This is an optimization exercise on Yosys and OpenROAD, whose aim is small area, a short achievable clock period and few clock cycles, not a production implementation. Only simulation tests tie the RTL to the original design; equivalence was not proved. Power and IR drop assume default switching activity.

==> inputs of 09-14 <==
## deadline_timer_queue
module deadline_timer_queue #(
    parameter int DEPTH = dtq_pkg::DEPTH_DEFAULT
) (
    input  logic                              clk,
    input  logic                              rst_n,
    input  logic                              req_valid,
    output logic                              req_ready,
    input  logic                              req_opcode,
    input  logic [dtq_pkg::DL_W-1:0]          req_deadline,
    input  logic signed [dtq_pkg::TAG_W-1:0]  req_tag,
    output logic                              rsp_valid,
    input  logic                              rsp_ready,
    output logic [1:0]                        rsp_kind,
    output logic [dtq_pkg::DL_W-1:0]          rsp_expired_deadline,
    output logic signed [dtq_pkg::TAG_W-1:0]  rsp_expired_tag,
    output logic                              rsp_switch_due,
    output logic                              rsp_last,
    input  logic                              cfg_we,
    input  logic                              cfg_index,
    input  logic [dtq_pkg::CFG_W-1:0]         cfg_wdata
);
    dtq_datapath #(
        .N (DEPTH)
    ) u_dp (
        .clk                  (clk),
        .rst_n                (rst_n),
        .req_valid            (req_valid),
        .req_ready            (req_ready),
        .req_opcode           (req_opcode),
        .req_deadline         (req_deadline),
        .req_tag              (req_tag),
        .rsp_valid            (rsp_valid),
  ...
clock: 6.0 ns
lec_check: 0
cap_margin: 20
core_margin: 2
core_utilization: 30
slew_margin: 20
run.sh (not shown) runs the stock make flow with config.mk's settings and CLKGATE_MAP_FILE= SYNTH_SCRIPT=/design/flow/synth_recipe.tcl, a recipe that flattens the netlist after the stock synthesis.
==> inputs of 08-23, as changes to 09-14 <==
--- a/flow/design.v
+++ b/flow/design.v
@@ -66,43 +66,91 @@
         integer       s;
         begin
             below = {x[N-2:0], 1'b0};
             for (s = 1; s < N; s = s * 2)
                 below = below | (below << s);
             lowest = x & ~below;
         end
     endfunction
+    function automatic lt_dl;
+        input [DL_W-1:0] a;
+        input [DL_W-1:0] b;
+        reg   [DL_W-1:0] g, e, gn, en;
+        integer          s, k;
+        begin
+            g = ~a & b;
+            e = ~(a ^ b);
+            for (s = 1; s < DL_W; s = s * 2)
+            begin
+                gn = g;
+                en = e;
+                for (k = s; k < DL_W; k = k + 1)
+                begin
+                    gn[k] = g[k] | (e[k] & g[k-s]);
+                    en[k] = e[k] & e[k-s];
+                end
+                g = gn;
+                e = en;
+            end
+            lt_dl = g[DL_W-1];
+        end
+    endfunction
+    function automatic [HI-1:0] inc_hi;
+        input [HI-1:0] x;
+        reg   [HI-1:0] c, cn;
+        integer        s, k;
+        begin
+            c = {x[HI-2:0], 1'b1};
+            for (s = 1; s < HI; s = s * 2)
+            begin
+                cn = c;
+                for (k = s; k < HI; k = k + 1)
+                    cn[k] = c[k] & c[k-s];
+                c = cn;
+            end
+            inc_hi = x ^ c;
+        end
+    endfunction
     logic [N-1:0]        valid_q;
     logic [N-1:0]        late_q;    
     logic [N-1:0]        g_q;       
     logic [N-1:0]        sw_q;      
     logic [N-1:0]        swk_q;     
     logic [N-1:0]        hq_q;      
     logic [N-1:0]        hn_q;      
     logic [N-1:0]        hns_q;     
     logic [N*DL_W-1:0]   dl_q;
     logic [N*TAG_W-1:0]  tag_q;
     logic [N*N-1:0]      older_q;
     logic [DL_W-1:0]     nt_q;
     logic [DL_W-1:0]     ra_q;
     logic [DL_W-1:0]     ran_q;
     logic [TAG_W-1:0]    marker_q;
+    logic [PER_W-1:0]    pm_q;      
+    logic [1:0]          ras_q;     
+    logic                rac_q;     
+    logic                ranc_q;
+    logic                rdy_q;     
     logic                busy_q;
     logic                anyl_q;    
     logic [N-1:0]        tc_q;      
     logic                bv_q;      
     logic [N-1:0]        best_q;
+    logic                bsw_q;     
+    logic                one_q;     
     logic [DL_W-1:0]     bdl_q;
     logic                swf_q;
     logic [N-1:0]        rs_q;      
     logic                rp_scan_q, rp_rc_q, rp_hs_q;
+    logic                rp_rc2_q, rp_hs2_q;    
     logic                cv_q;      
     logic [N-1:0]        cs_q;
     logic [DL_W-1:0]     cdl_q;
+    logic [TAG_W-1:0]    ctag_q;
     logic                cq_v_q;    
     logic [1:0]          cq_kind_q;
     logic                cq_sw_q;
     logic                ov_q;
     logic                out_free, cq_free, rs_hold, r_go;
     logic                acc, acc_add, acc_tick, s_go;
     logic [LO-1:0]       nt_lo1;
     logic [N-1:0]        eqv0, eqv1;
@@ -113,17 +161,17 @@
     logic [N-1:0]        rc_need, rc_sel, hs_need, hs_sel;
     logic                allk, hs_any;
     logic [DL_W-1:0]     rd_dl;
     logic [TAG_W-1:0]    rd_tag;
     logic                full;
     logic [N-1:0]        free1h, add_set, rearm_set, arm_set, remove_set;
     logic [DL_W-1:0]     wr_dl;
     logic                late_new, sw_new, rc_match, hs_match, scan_take, add_best, mk_we;
-    logic                wrap_now, wrap_block;
+    logic                wrap_now, ones_next;
     logic [HI-1:0]       nt_hi, nt_hi1, nt_hi2;
     logic                e0, e1, e2, hq_w, hn_w, wr_eq;
     logic [PER_W-1:0]    pe;
     always_comb
     begin
         rd_dl  = '0;
         rd_tag = '0;
         for (int i = 0; i < N; i++)
@@ -131,52 +179,51 @@
             rd_dl  = rd_dl  | ({DL_W{rs_q[i]}}  & dl_q[i*DL_W +: DL_W]);
             rd_tag = rd_tag | ({TAG_W{rs_q[i]}} & tag_q[i*TAG_W +: TAG_W]);
         end
     end
     assign out_free  = !ov_q || rsp_ready;
     assign r_go      = cq_v_q && out_free;
     assign cq_free   = !cq_v_q || out_free;
     assign rs_hold   = cq_v_q && !out_free && (cq_kind_q == KIND_EXPIRE);
-    assign scan_take = !bv_q || (cdl_q < bdl_q);
-    assign rc_match  = (rd_tag == marker_q);
-    assign hs_match  = (rd_dl[DL_W-1:LO] == nt_hi1);
+    assign scan_take = !bv_q || lt_dl(cdl_q, bdl_q);
+    assign rc_match  = (ctag_q == marker_q);
+    assign hs_match  = (cdl_q[DL_W-1:LO] == nt_hi1);
     assign nt_hi      = nt_q[DL_W-1:LO];
-    assign nt_hi1     = nt_hi + HI'(1);
-    assign nt_hi2     = nt_hi + HI'(2);
+    assign nt_hi1     = inc_hi(nt_hi);
+    assign nt_hi2     = {inc_hi({1'b0, nt_hi[HI-1:1]}), nt_hi[0]};
     assign nt_lo1     = nt_q[LO-1:0] + LO'(1);
     assign rc_need    = valid_q & ~swk_q;
     assign allk       = !(|rc_need);
     assign hs_need    = valid_q & hns_q;
     assign hs_any     = |hs_need;
-    assign wrap_block = (&nt_q[LO-1:0]) && hs_any;
-    assign req_ready  = !busy_q && cq_free && allk && !wrap_block;
+    assign ones_next  = acc_tick ? (nt_q[LO-1:0] == {{(LO-1){1'b1}}, 1'b0}) : (&nt_q[LO-1:0]);
+    assign req_ready  = !busy_q && cq_free && rdy_q;
     assign acc        = req_valid && req_ready;
     assign acc_add    = acc && (req_opcode == OPC_ADD);
     assign acc_tick   = acc && (req_opcode == OPC_TICK);
     assign s_go       = acc_tick || (busy_q && cq_free);
     assign wrap_now   = acc_tick && (&nt_q[LO-1:0]);
     always_comb
     begin
         for (int i = 0; i < N; i++)
         begin
             eqv0[i] = valid_q[i] && !late_q[i] && hq_q[i]
                       && (dl_q[i*DL_W +: LO] == nt_q[LO-1:0]);
             eqv1[i] = valid_q[i] && (wrap_now ? hn_q[i] : hq_q[i])
                       && (dl_q[i*DL_W +: LO] == nt_lo1);
         end
     end
-    assign rl_single   = !(|(late_q & ~lowest(late_q)));
     assign scan_pend   = rp_scan_q || cv_q;
-    assign proc_direct = !scan_pend && !bv_q && rl_single;
+    assign proc_direct = !scan_pend && !bv_q && one_q;
     assign proc_best   = !scan_pend && bv_q && !(|tc_q);
     assign proc_late   = anyl_q && (proc_direct || proc_best);
     assign scan_issue  = anyl_q && (|tc_q) && !proc_direct;
     assign p           = bv_q ? best_q : late_q;
-    assign p_sw        = |(p & sw_q);
+    assign p_sw        = bv_q ? bsw_q : (|(late_q & sw_q));
     assign rl_rest     = late_q & ~p;
     assign ge     = g_q & ~sw_q;
     assign gs     = g_q & sw_q;
     assign any_ge = |ge;
     assign sel_in = anyl_q ? tc_q : ge;
     dtq_ctrl #(.N(N)) u_first (
         .older (older_q),
         .set   (sel_in),
@@ -190,30 +237,30 @@
     assign s_beat_exp = late_emit || g_emit;
     assign eng_port   = s_go && (proc_late || scan_issue || !anyl_q);
     assign full       = &valid_q;
     assign free1h     = lowest(~valid_q);
     assign add_set    = (acc_add && !full) ? free1h : '0;
     assign rearm_set  = late_rearm ? p : (g_phase ? gs : '0);
     assign arm_set    = add_set | rearm_set;
     assign remove_set = late_emit ? p : (g_emit ? first : '0);
-    assign wr_dl      = acc_add ? req_deadline : (busy_q ? ra_q : ran_q);
-    assign late_new   = (req_deadline < nt_q);
-    assign add_best   = acc_add && !full && late_new && (!bv_q || (req_deadline < bdl_q));
+    assign wr_dl      = busy_q ? ra_q : ((req_opcode == OPC_ADD) ? req_deadline : ran_q);
+    assign late_new   = lt_dl(req_deadline, nt_q);
+    assign add_best   = acc_add && !full && late_new && (!bv_q || lt_dl(req_deadline, bdl_q));
     assign sw_new     = (req_tag == marker_q);
     assign mk_we      = cfg_we && (cfg_index == CFG_MARKER);
     assign e0         = (wr_dl[DL_W-1:LO] == nt_hi);
     assign e1         = (wr_dl[DL_W-1:LO] == nt_hi1);
     assign e2         = (wr_dl[DL_W-1:LO] == nt_hi2);
     assign hq_w       = wrap_now ? e1 : e0;
     assign hn_w       = wrap_now ? e2 : e1;
     assign wr_eq      = hq_w && (wr_dl[LO-1:0] == (acc_tick ? nt_lo1 : nt_q[LO-1:0]));
-    assign pe         = (cfg_wdata[PER_W-1:0] == '0) ? PER_W'(1) : cfg_wdata[PER_W-1:0];
-    assign rc_sel = lowest(rc_need);
-    assign hs_sel = lowest(hs_need);
+    assign pe         = (cfg_wdata[PER_W-1:0] == '0) ? '0 : (cfg_wdata[PER_W-1:0] - PER_W'(1));
+    assign rc_sel = lowest(rc_need & ~(rp_rc_q ? rs_q : '0) & ~(rp_rc2_q ? cs_q : '0));
+    assign hs_sel = lowest(hs_need & ~(rp_hs_q ? rs_q : '0) & ~(rp_hs2_q ? cs_q : '0));
     always_ff @(posedge clk or negedge rst_n)
     begin
         if (!rst_n)
         begin
             rs_q      <= '0;
             rp_scan_q <= 1'b0;
             rp_rc_q   <= 1'b0;
             rp_hs_q   <= 1'b0;
@@ -250,23 +297,23 @@
             begin
                 hq_q[i] <= hq_w;
                 hn_q[i] <= hn_w;
             end
             else if (wrap_now)
             begin
                 hq_q[i] <= hn_q[i];
             end
-            else if (rp_hs_q && rs_q[i])
+            else if (rp_hs2_q && cs_q[i])
             begin
                 hn_q[i] <= hs_match;
             end
             if (add_set[i]) sw_q[i] <= sw_new;
             else if (mk_we) sw_q[i] <= 1'b0;
-            else if (rp_rc_q && rs_q[i]) sw_q[i] <= rc_match;
+            else if (rp_rc2_q && cs_q[i]) sw_q[i] <= rc_match;
         end
         always_ff @(posedge clk or negedge rst_n)
         begin
             if (!rst_n)
             begin
                 valid_q[i] <= 1'b0;
                 late_q[i]  <= 1'b0;
                 g_q[i]     <= 1'b0;
@@ -277,18 +324,18 @@
             begin
                 valid_q[i] <= (valid_q[i] && !remove_set[i]) || add_set[i];
                 if (add_set[i]) late_q[i] <= late_new;
                 else if (s_go && proc_late && p[i]) late_q[i] <= 1'b0;
                 if (g_done) g_q[i] <= arm_set[i] ? wr_eq : (acc_tick ? eqv1[i] : eqv0[i]);
                 else if (g_emit) g_q[i] <= ge[i] && !first[i];
                 else if (!busy_q && !acc_tick) g_q[i] <= arm_set[i] ? wr_eq : eqv0[i];
                 if (mk_we) swk_q[i] <= (tag_q[i*TAG_W +: PB] != cfg_wdata[PB-1:0]);
-                else if (add_set[i] || (rp_rc_q && rs_q[i])) swk_q[i] <= 1'b1;
-                if (arm_set[i] || (rp_hs_q && rs_q[i])) hns_q[i] <= 1'b0;
+                else if (add_set[i] || (rp_rc2_q && cs_q[i])) swk_q[i] <= 1'b1;
+                if (arm_set[i] || (rp_hs2_q && cs_q[i])) hns_q[i] <= 1'b0;
                 else if (wrap_now) hns_q[i] <= 1'b1;
             end
         end
         for (genvar j = 0; j < N; j++)
         begin : g_age
             if (i < j)
             begin : g_pair
                 always_ff @(posedge clk)
@@ -307,77 +354,105 @@
     begin
         if (!rst_n)
         begin
             busy_q <= 1'b0;
             swf_q  <= 1'b0;
             bv_q   <= 1'b0;
             anyl_q <= 1'b0;
             cv_q   <= 1'b0;
+            rp_rc2_q <= 1'b0;
+            rp_hs2_q <= 1'b0;
             tc_q   <= '0;
+            one_q  <= 1'b0;
         end
         else
         begin
             if (s_go)
             begin
                 busy_q <= !g_done;
                 swf_q  <= (busy_q && swf_q) || late_rearm || (g_phase && (|gs));
             end
             if (s_go && proc_late) bv_q <= 1'b0;
             else if ((cv_q && scan_take) || add_best) bv_q <= 1'b1;
             if (add_set != '0 && late_new) anyl_q <= 1'b1;
             else if (s_go && proc_late) anyl_q <= |rl_rest;
             if (s_go && proc_late) tc_q <= proc_direct ? '0 : rl_rest;
             else if (s_go && scan_issue) tc_q <= tc_q & ~first;
+            if (s_go && proc_late) one_q <= !(|(rl_rest & ~lowest(rl_rest)));
             cv_q <= rp_scan_q;
+            rp_rc2_q <= rp_rc_q && !mk_we;
+            rp_hs2_q <= rp_hs_q && !(|(rs_q & arm_set));
         end
     end
     always_ff @(posedge clk)
     begin
-        cs_q  <= rs_q;
-        cdl_q <= rd_dl;
+        cs_q   <= rs_q;
+        cdl_q  <= rd_dl;
+        ctag_q <= rd_tag;
         if (add_best)
         begin
             best_q <= free1h;
             bdl_q  <= req_deadline;
+            bsw_q  <= sw_new;
         end
         else if (cv_q && scan_take)
         begin
             best_q <= cs_q;
             bdl_q  <= cdl_q;
+            bsw_q  <= |(cs_q & sw_q);
+        end
+        else if (mk_we)
+        begin
+            bsw_q  <= 1'b0;
+        end
+        else if (rp_rc2_q && (|(cs_q & best_q)))
+        begin
+            bsw_q  <= rc_match;
         end
     end
     always_ff @(posedge clk or negedge rst_n)
     begin
         if (!rst_n)
         begin
             nt_q     <= DL_W'(1);
             ra_q     <= DL_W'(2);
             ran_q    <= DL_W'(3);
             marker_q <= 32'h8000_0000;
+            pm_q     <= PER_W'(1);
+            ras_q    <= 2'd0;
+            rac_q    <= 1'b0;
+            ranc_q   <= 1'b0;
+            rdy_q    <= 1'b1;
         end
         else
         begin
             if (acc_tick)
             begin
                 nt_q  <= nt_q + DL_W'(1);
                 ra_q  <= ran_q;
                 ran_q <= ran_q + DL_W'(1);
             end
+            if (ras_q[0])
+            begin
+                {rac_q,  ra_q[PER_W-1:0]}  <= {1'b0, nt_q[PER_W-1:0]} + {1'b0, pm_q};
+                {ranc_q, ran_q[PER_W-1:0]} <= {1'b0, nt_q[PER_W-1:0]} + {1'b0, pm_q} + (PER_W+1)'(1);
+            end
+            if (ras_q[1])
+            begin
+                ra_q[DL_W-1:PER_W]  <= nt_q[DL_W-1:PER_W] + (DL_W-PER_W)'(rac_q);
+                ran_q[DL_W-1:PER_W] <= nt_q[DL_W-1:PER_W] + (DL_W-PER_W)'(ranc_q);
+            end
+            ras_q <= {ras_q[0], cfg_we && (cfg_index == CFG_PERIOD)};
+            rdy_q <= allk && !mk_we && !(cfg_we && (cfg_index == CFG_PERIOD)) && !ras_q[0]
+                     && !(ones_next && (hs_any || wrap_now));
             if (cfg_we)
             begin
-                if (cfg_index == CFG_MARKER)
-                begin
-                    marker_q <= cfg_wdata;
-                end
-                else
-                begin
-                    ran_q <= nt_q + DL_W'(pe);
-                    ra_q  <= nt_q + DL_W'(pe) - DL_W'(1);
-                end
+                if (cfg_index == CFG_MARKER) marker_q <= cfg_wdata;
+                else                         pm_q     <= pe;
             end
         end
     end
     always_ff @(posedge clk or negedge rst_n)
     begin
         if (!rst_n)
         begin
             cq_v_q <= 1'b0;
- CELL_PAD_IN_SITES_DETAIL_PLACEMENT: default -> 1
- PLACE_DENSITY: default -> 0.4
- SETUP_SLACK_MARGIN: default -> 2.2
==> run summary <==
Non-Filler Instances: 09-14 21909; 08-23 22509
R2r startpoint: 09-14 u_dp.valid_q[1]$_DFF_PN0_; 08-23 u_dp.sw_q[18]$_DFFE_PP_
Result of the run: 09-14 complete, but fails checks; 08-23 timing/DRC/antenna clean
Layout check failures: 09-14 negative setup slack; 08-23 -
Launch point of the critical path: 09-14 u_dp.valid_q[1]$_DFF_PN0_; 08-23 u_dp.sw_q[18]$_DFFE_PP_
Count of clock tree sinks: 09-14 3809; 08-23 3866
P_leak: 09-14 69.4 nW; 08-23 74.0 nW
Endpoint arrival time on the critical path: 09-14 4910 ps; 08-23 5110 ps
DRC marker count from the first detailed-route iteration: 09-14 25011; 08-23 21773
Layout Skew: 09-14 135 ps; 08-23 106 ps
Count of mapped cells out of synthesis: 09-14 13299; 08-23 13492
Maximum single-stage delay on the critical path: 09-14 650 ps; 08-23 550 ps
Data buffer area share: 09-14 7.46%; 08-23 8.04%
Pin count of the biggest net entering global routing: 09-14 101; 08-23 128
Final instance area: 09-14 200000 um^2; 08-23 211000 um^2
Die outline height: 09-14 746 um; 08-23 750 um
Post-detailed-placement half-perimeter wirelength: 09-14 653000 um; 08-23 715000 um
NetSw: 09-14 46.5 mW; 08-23 41.3 mW
Seq cells: 09-14 3809; 08-23 3866
Worst skew pair latency: 09-14 1150 ps; 08-23 1120 ps
Critical path class: 09-14 reg2out; 08-23 reg2reg
GR Util All Layers: 09-14 32.3%; 08-23 38.1%
Count of multi-input combinational gates: 09-14 8260; 08-23 8431
Testbench counts of 09-14, summed over its fixed seeds: cycles 6,191.
Testbench counts of 08-23, summed over its fixed seeds: cycles 6,206.

[port drivers added, routing unchanged]
In the flow no input, the clock included, has a driving cell. The finished layouts below were timed again as built, in two steps.
Step 1 assumes that a clkbuf_16 drives the clock port and a buf_2 every other input.
Step 2 moves the port delays by t, midway between the first and last clock arrival at a register: inputs arrive t later, outputs are due t later. That takes back most of the time a late clock gives input paths.
Slacks: no drivers / after step 1 / after step 2; pairs: no drivers / after step 1.
| run | t (ns) | slack for setup (ns) | worst slew at a driven data input, ns |
|---|---|---|---|
| 09-14 | 1.194 | -0.109 / -0.223 / -0.731 | 0.40 |
| 08-23 | 1.206 | 1.874 / 1.874 / 0.945 | 0.17 |
For 08-23, which loses most, drivers alone change the setup slack by 0.000 ns; drivers and shift together by -0.929 ns.
